This design comes from an exercise in tuning for small area on the open sky130 flow, not from production work. Where RTL was checked, it was by simulation tests only, not by an equivalence proof against the original.

== run A ==
==> module isp_tile_packer, before the edit <==
module isp_tile_packer #(
  parameter int IMGW_WIDTH     = 11,
  parameter int IMGH_WIDTH     = 11,
  parameter int PIX_WIDTH      = 24,
  parameter int LANES          = 32,
  parameter int ISP_DATA_WIDTH = 768,
  parameter int ISP_ADDR_WIDTH = 10
) (
  input  logic                      clk,
  input  logic                      rst_n,
  input  logic [IMGW_WIDTH-1:0]     img_width_i,
  input  logic [IMGH_WIDTH-1:0]     img_height_i,
  input  logic                      top_start_i,
  input  logic                      pix_vld_i,
  output logic                      pix_rdy_o,
  input  logic [PIX_WIDTH-1:0]      pix_dat_i,
  input  logic                      pix_sof_i,
  input  logic                      pix_eol_i,
  input  logic                      isp_rdy_i,
  output logic                      isp_resp_o,
  output logic                      isp_wen_o,
  output logic [ISP_ADDR_WIDTH-1:0] isp_waddr_o,
  output logic [ISP_DATA_WIDTH-1:0] isp_wdata_o,
  output logic                      isp_done_o,
  output logic                      busy_o,
  output logic                      frame_done_o,
  output logic                      err_o
);
  localparam int BUF_W = (LANES - 1) * PIX_WIDTH;
  typedef enum logic [1:0] {IDLE, WAIT_RDY, FILL, DONE} state_e;
  state_e                    state_q, state_d;
  logic [5:0]                tiles_q;       
  logic [IMGH_WIDTH-1:0]     lines_left_q;
  logic [4:0]                lane_q;        
  logic [4:0]                tile_q;        
  logic [4:0]                row_q;         
  logic                      first_q;       
  logic [BUF_W-1:0]          lane_buf_q;
  logic [PIX_WIDTH-1:0]      lane31_q;
  logic                      wen_q;
  logic                      done_q;
  logic [5:0] tiles_in;
  logic [5:0] tile_inc;
  logic       start_ok;
  logic       xfer;
  logic       last_lane;
  logic       last_tile;
  logic       last_col;
  logic       band_end;
  logic       lines_zero;
  assign tiles_in   = img_width_i[10:5];
  assign start_ok   = top_start_i && (state_q == IDLE) &&
                      (tiles_in != 6'd0) && (img_height_i != '0);
  assign pix_rdy_o  = (state_q == FILL);
  assign xfer       = pix_vld_i && pix_rdy_o;
  assign last_lane  = &lane_q;
  assign tile_inc   = {1'b0, tile_q} + 6'd1;
  assign last_tile  = (tile_inc == tiles_q);
  assign last_col   = last_lane && last_tile;
  assign lines_zero = (lines_left_q == '0);
  assign band_end   = xfer && last_col &&
                      ((&row_q) || (lines_left_q == IMGH_WIDTH'(1)));
  always_ff @(posedge clk or negedge rst_n) begin
    if (!rst_n) state_q <= IDLE;
    else        state_q <= state_d;
  end
  always_comb begin
    state_d = state_q;
    unique case (state_q)
      IDLE:     if (start_ok) state_d = WAIT_RDY;
      WAIT_RDY: if (isp_rdy_i) state_d = FILL;
      FILL:     if (band_end) state_d = DONE;
      DONE:     state_d = lines_zero ? IDLE : WAIT_RDY;
      default:  state_d = IDLE;
    endcase
  end
  assign isp_resp_o = (state_q == WAIT_RDY) && isp_rdy_i;
  assign busy_o     = (state_q != IDLE);
  always_ff @(posedge clk or negedge rst_n) begin
    if (!rst_n) begin
      wen_q  <= 1'b0;
      done_q <= 1'b0;
    end else begin
      wen_q  <= xfer && last_lane;
      done_q <= (state_q == DONE);
    end
  end
  always_ff @(posedge clk) begin
    if (start_ok) begin
      tiles_q      <= tiles_in;
      lines_left_q <= img_height_i;
      lane_q       <= '0;
      first_q      <= 1'b1;
    end else if (xfer) begin
      lane_q  <= lane_q + 5'd1;
      first_q <= 1'b0;
      if (last_col) lines_left_q <= lines_left_q - IMGH_WIDTH'(1);
      if (lane_q == 5'd0) begin
        if (first_q) begin
          tile_q <= '0;
          row_q  <= '0;
        end else if (last_tile) begin
          tile_q <= '0;
          row_q  <= row_q + 5'd1;
        end else begin
          tile_q <= tile_inc[4:0];
        end
      end
    end
  end
  logic [3:0] lane_lo;
  logic [7:0] lane_hi;
  assign lane_lo = 4'b0001 << lane_q[1:0];
  assign lane_hi = 8'b0000_0001 << lane_q[4:2];
  for (genvar l = 0; l < LANES - 1; l++) begin : g_lane
    logic sel, ld, hold;
    assign sel  = lane_lo[l % 4] && lane_hi[l / 4];
    assign ld   = xfer && sel;
    assign hold = !sel;
    always_ff @(posedge clk) begin
      lane_buf_q[l*PIX_WIDTH +: PIX_WIDTH] <=
          (lane_buf_q[l*PIX_WIDTH +: PIX_WIDTH] & {PIX_WIDTH{hold}}) |
          (pix_dat_i & {PIX_WIDTH{ld}});
    end
  end
  always_ff @(posedge clk) begin
    lane31_q <= pix_dat_i;
  end
  assign isp_wen_o    = wen_q;
  assign isp_waddr_o  = {row_q, tile_q};
  assign isp_wdata_o  = {lane31_q, lane_buf_q};
  assign isp_done_o   = done_q;
  assign frame_done_o = done_q && lines_zero;
  logic err_q;
  always_ff @(posedge clk or negedge rst_n) begin
    if (!rst_n) begin
      err_q <= 1'b0;
    end else if (start_ok) begin
      err_q <= 1'b0;
    end else if (xfer) begin
      if ((pix_sof_i != first_q) || (pix_eol_i != last_col)) begin
        err_q <= 1'b1;
      end
    end
  end
  assign err_o = err_q;
  logic unused_inputs;
  assign unused_inputs = ^{img_width_i[4:0], pix_sof_i, pix_eol_i};
endmodule
==> flow/config.mk <==
export PLATFORM = sky130hd
export DESIGN_NAME = isp_tile_packer
export DESIGN_NICKNAME = isp_tile_packer
export VERILOG_FILES = /design/flow/design.v
export SDC_FILE = /design/flow/constraint.sdc
export NUM_CORES = 4
export LEC_CHECK = 0
export CAP_MARGIN = 0
export CORE_MARGIN = 2
export CORE_UTILIZATION = 40
export SLEW_MARGIN = 0
==> flow/constraint.sdc <==
create_clock -name core_clock -period 6.0 [get_ports {clk}]
set_input_delay 1.2000 -clock core_clock [delete_from_list [all_inputs] [get_ports {clk}]]
set_output_delay 1.2000 -clock core_clock [all_outputs]
set_load 0.01 [all_outputs]
standard.sh (not shown) runs the stock make flow with config.mk's settings and CLKGATE_MAP_FILE= SYNTH_SCRIPT=/design/flow/synth_recipe.tcl, a recipe that flattens the netlist after the stock synthesis.
==> flow/flow/run.sh <==
#!/bin/bash
set -euo pipefail
cd "$(dirname "$0")/.."
bash standard.sh \
  "BUFFER_PORTS_ARGS=-buffer_cell sky130_fd_sc_hd__buf_1" \
  "CTS_ARGS=-sink_clustering_enable -repair_clock_nets -dont_use_dummy_load -buf_list sky130_fd_sc_hd__clkbuf_4 -sink_clustering_size 10 -sink_clustering_max_diameter 40" \
  finish > flow_standard.log 2>&1
The final layout from run A, which completed every stage, passed the timing, DRC and antenna checks at the end of the flow.
For run B, these inputs were changed with respect to run A:
--- a/flow/design.v
+++ b/flow/design.v
@@ -26,9 +26,43 @@
   output logic                      frame_done_o,
   output logic                      err_o
 );
   localparam int BUF_W = (LANES - 1) * PIX_WIDTH;
-  typedef enum logic [1:0] {IDLE, WAIT_RDY, FILL, DONE} state_e;
+  localparam logic [32*5-1:0] LANE_CODE = {
+    5'd16,
+    5'd8,
+    5'd20,
+    5'd10,
+    5'd21,
+    5'd26,
+    5'd29,
+    5'd14,
+    5'd23,
+    5'd27,
+    5'd13,
+    5'd6,
+    5'd3,
+    5'd17,
+    5'd24,
+    5'd28,
+    5'd30,
+    5'd31,
+    5'd15,
+    5'd7,
+    5'd19,
+    5'd25,
+    5'd12,
+    5'd22,
+    5'd11,
+    5'd5,
+    5'd18,
+    5'd9,
+    5'd4,
+    5'd2,
+    5'd1,
+    5'd0
+  };
+  typedef enum logic [1:0] {IDLE = 2'b00, WAIT_RDY = 2'b10, FILL = 2'b11, DONE = 2'b01} state_e;
   state_e                    state_q, state_d;
   logic [5:0]                tiles_q;       
   logic [IMGH_WIDTH-1:0]     lines_left_q;
   logic [4:0]                lane_q;        
@@ -52,9 +86,9 @@
   assign start_ok   = top_start_i && (state_q == IDLE) &&
                       (tiles_in != 6'd0) && (img_height_i != '0);
   assign pix_rdy_o  = (state_q == FILL);
   assign xfer       = pix_vld_i && pix_rdy_o;
-  assign last_lane  = &lane_q;
+  assign last_lane  = (lane_q == LANE_CODE[31*5 +: 5]);
   assign tile_inc   = {1'b0, tile_q} + 6'd1;
   assign last_tile  = (tile_inc == tiles_q);
   assign last_col   = last_lane && last_tile;
   assign lines_zero = (lines_left_q == '0);
@@ -91,12 +125,12 @@
       lines_left_q <= img_height_i;
       lane_q       <= '0;
       first_q      <= 1'b1;
     end else if (xfer) begin
-      lane_q  <= lane_q + 5'd1;
+      lane_q  <= {lane_q[3:0], lane_q[4] ^ lane_q[2] ^ (lane_q[3:0] == 4'd0)};
       first_q <= 1'b0;
       if (last_col) lines_left_q <= lines_left_q - IMGH_WIDTH'(1);
-      if (lane_q == 5'd0) begin
+      if (lane_q == LANE_CODE[0 +: 5]) begin
         if (first_q) begin
           tile_q <= '0;
           row_q  <= '0;
         end else if (last_tile) begin
@@ -107,17 +141,12 @@
         end
       end
     end
   end
-  logic [3:0] lane_lo;
-  logic [7:0] lane_hi;
-  assign lane_lo = 4'b0001 << lane_q[1:0];
-  assign lane_hi = 8'b0000_0001 << lane_q[4:2];
   for (genvar l = 0; l < LANES - 1; l++) begin : g_lane
-    logic sel, ld, hold;
-    assign sel  = lane_lo[l % 4] && lane_hi[l / 4];
-    assign ld   = xfer && sel;
-    assign hold = !sel;
+    logic ld, hold;
+    assign ld   = pix_vld_i && (lane_q == LANE_CODE[l*5 +: 5]);
+    assign hold = (lane_q != LANE_CODE[l*5 +: 5]);
     always_ff @(posedge clk) begin
       lane_buf_q[l*PIX_WIDTH +: PIX_WIDTH] <=
           (lane_buf_q[l*PIX_WIDTH +: PIX_WIDTH] & {PIX_WIDTH{hold}}) |
           (pix_dat_i & {PIX_WIDTH{ld}});
[summary]
In run B, the met1 track demand over resource came out 2.1 points below the value in run A. The non-clock inverter total of the final layout in run B was lower than what run A gave. Delta (run B minus run A): number of max-cap violations did not really move, minimum clock period after layout went down. Between run A and run B, initial antenna violation count increased. The share of final-layout standard cells stronger than drive strength 1 in run B sits 0.50 points below the value recorded for run A. Summary of run B over run A: largest stage delay on the critical path decreased by 60 ps relative to the old numbers, count of clock-net buffers in the final layout shows a reduction of 2, number of pins with negative max-slew slack in the final report stayed essentially flat. Sort run B and run A by cell count, descending, and run B comes first.
For run A, only the layout was checked, not whether the RTL still works.

-- port drivers added, routing unchanged --
No port has a modelled driver above. Below, the same layouts with a new extraction and two added sets of constraints. Step 1: set_driving_cell puts a clkbuf_16 on clk and a buf_2 on each other input, an assumption about the parent block. Step 2 adds t to the input delays and takes it off the output delays; t is the mean of the earliest and latest rising clock arrival at the registers after step 1. Input paths then give back, and output paths get back, about the clock's delay inside the block. Slacks: ideal / step 1 / step 2; pairs: ideal / step 1.
run | t, ns | setup WS [ns] | hold slack, ns | worst setup path at the end
run A | 0.893 | 2.302 / 2.243 / 2.181 | 0.207 / 0.183 / 0.455 | input to register
run B | 0.883 | 2.635 / 2.574 / 2.191 | 0.244 / 0.262 / 0.445 | input to register
After both steps every run listed still meets setup and hold. The setup slack of run B, which loses most, moves by -0.061 ns with the drivers and by -0.444 ns with both steps.
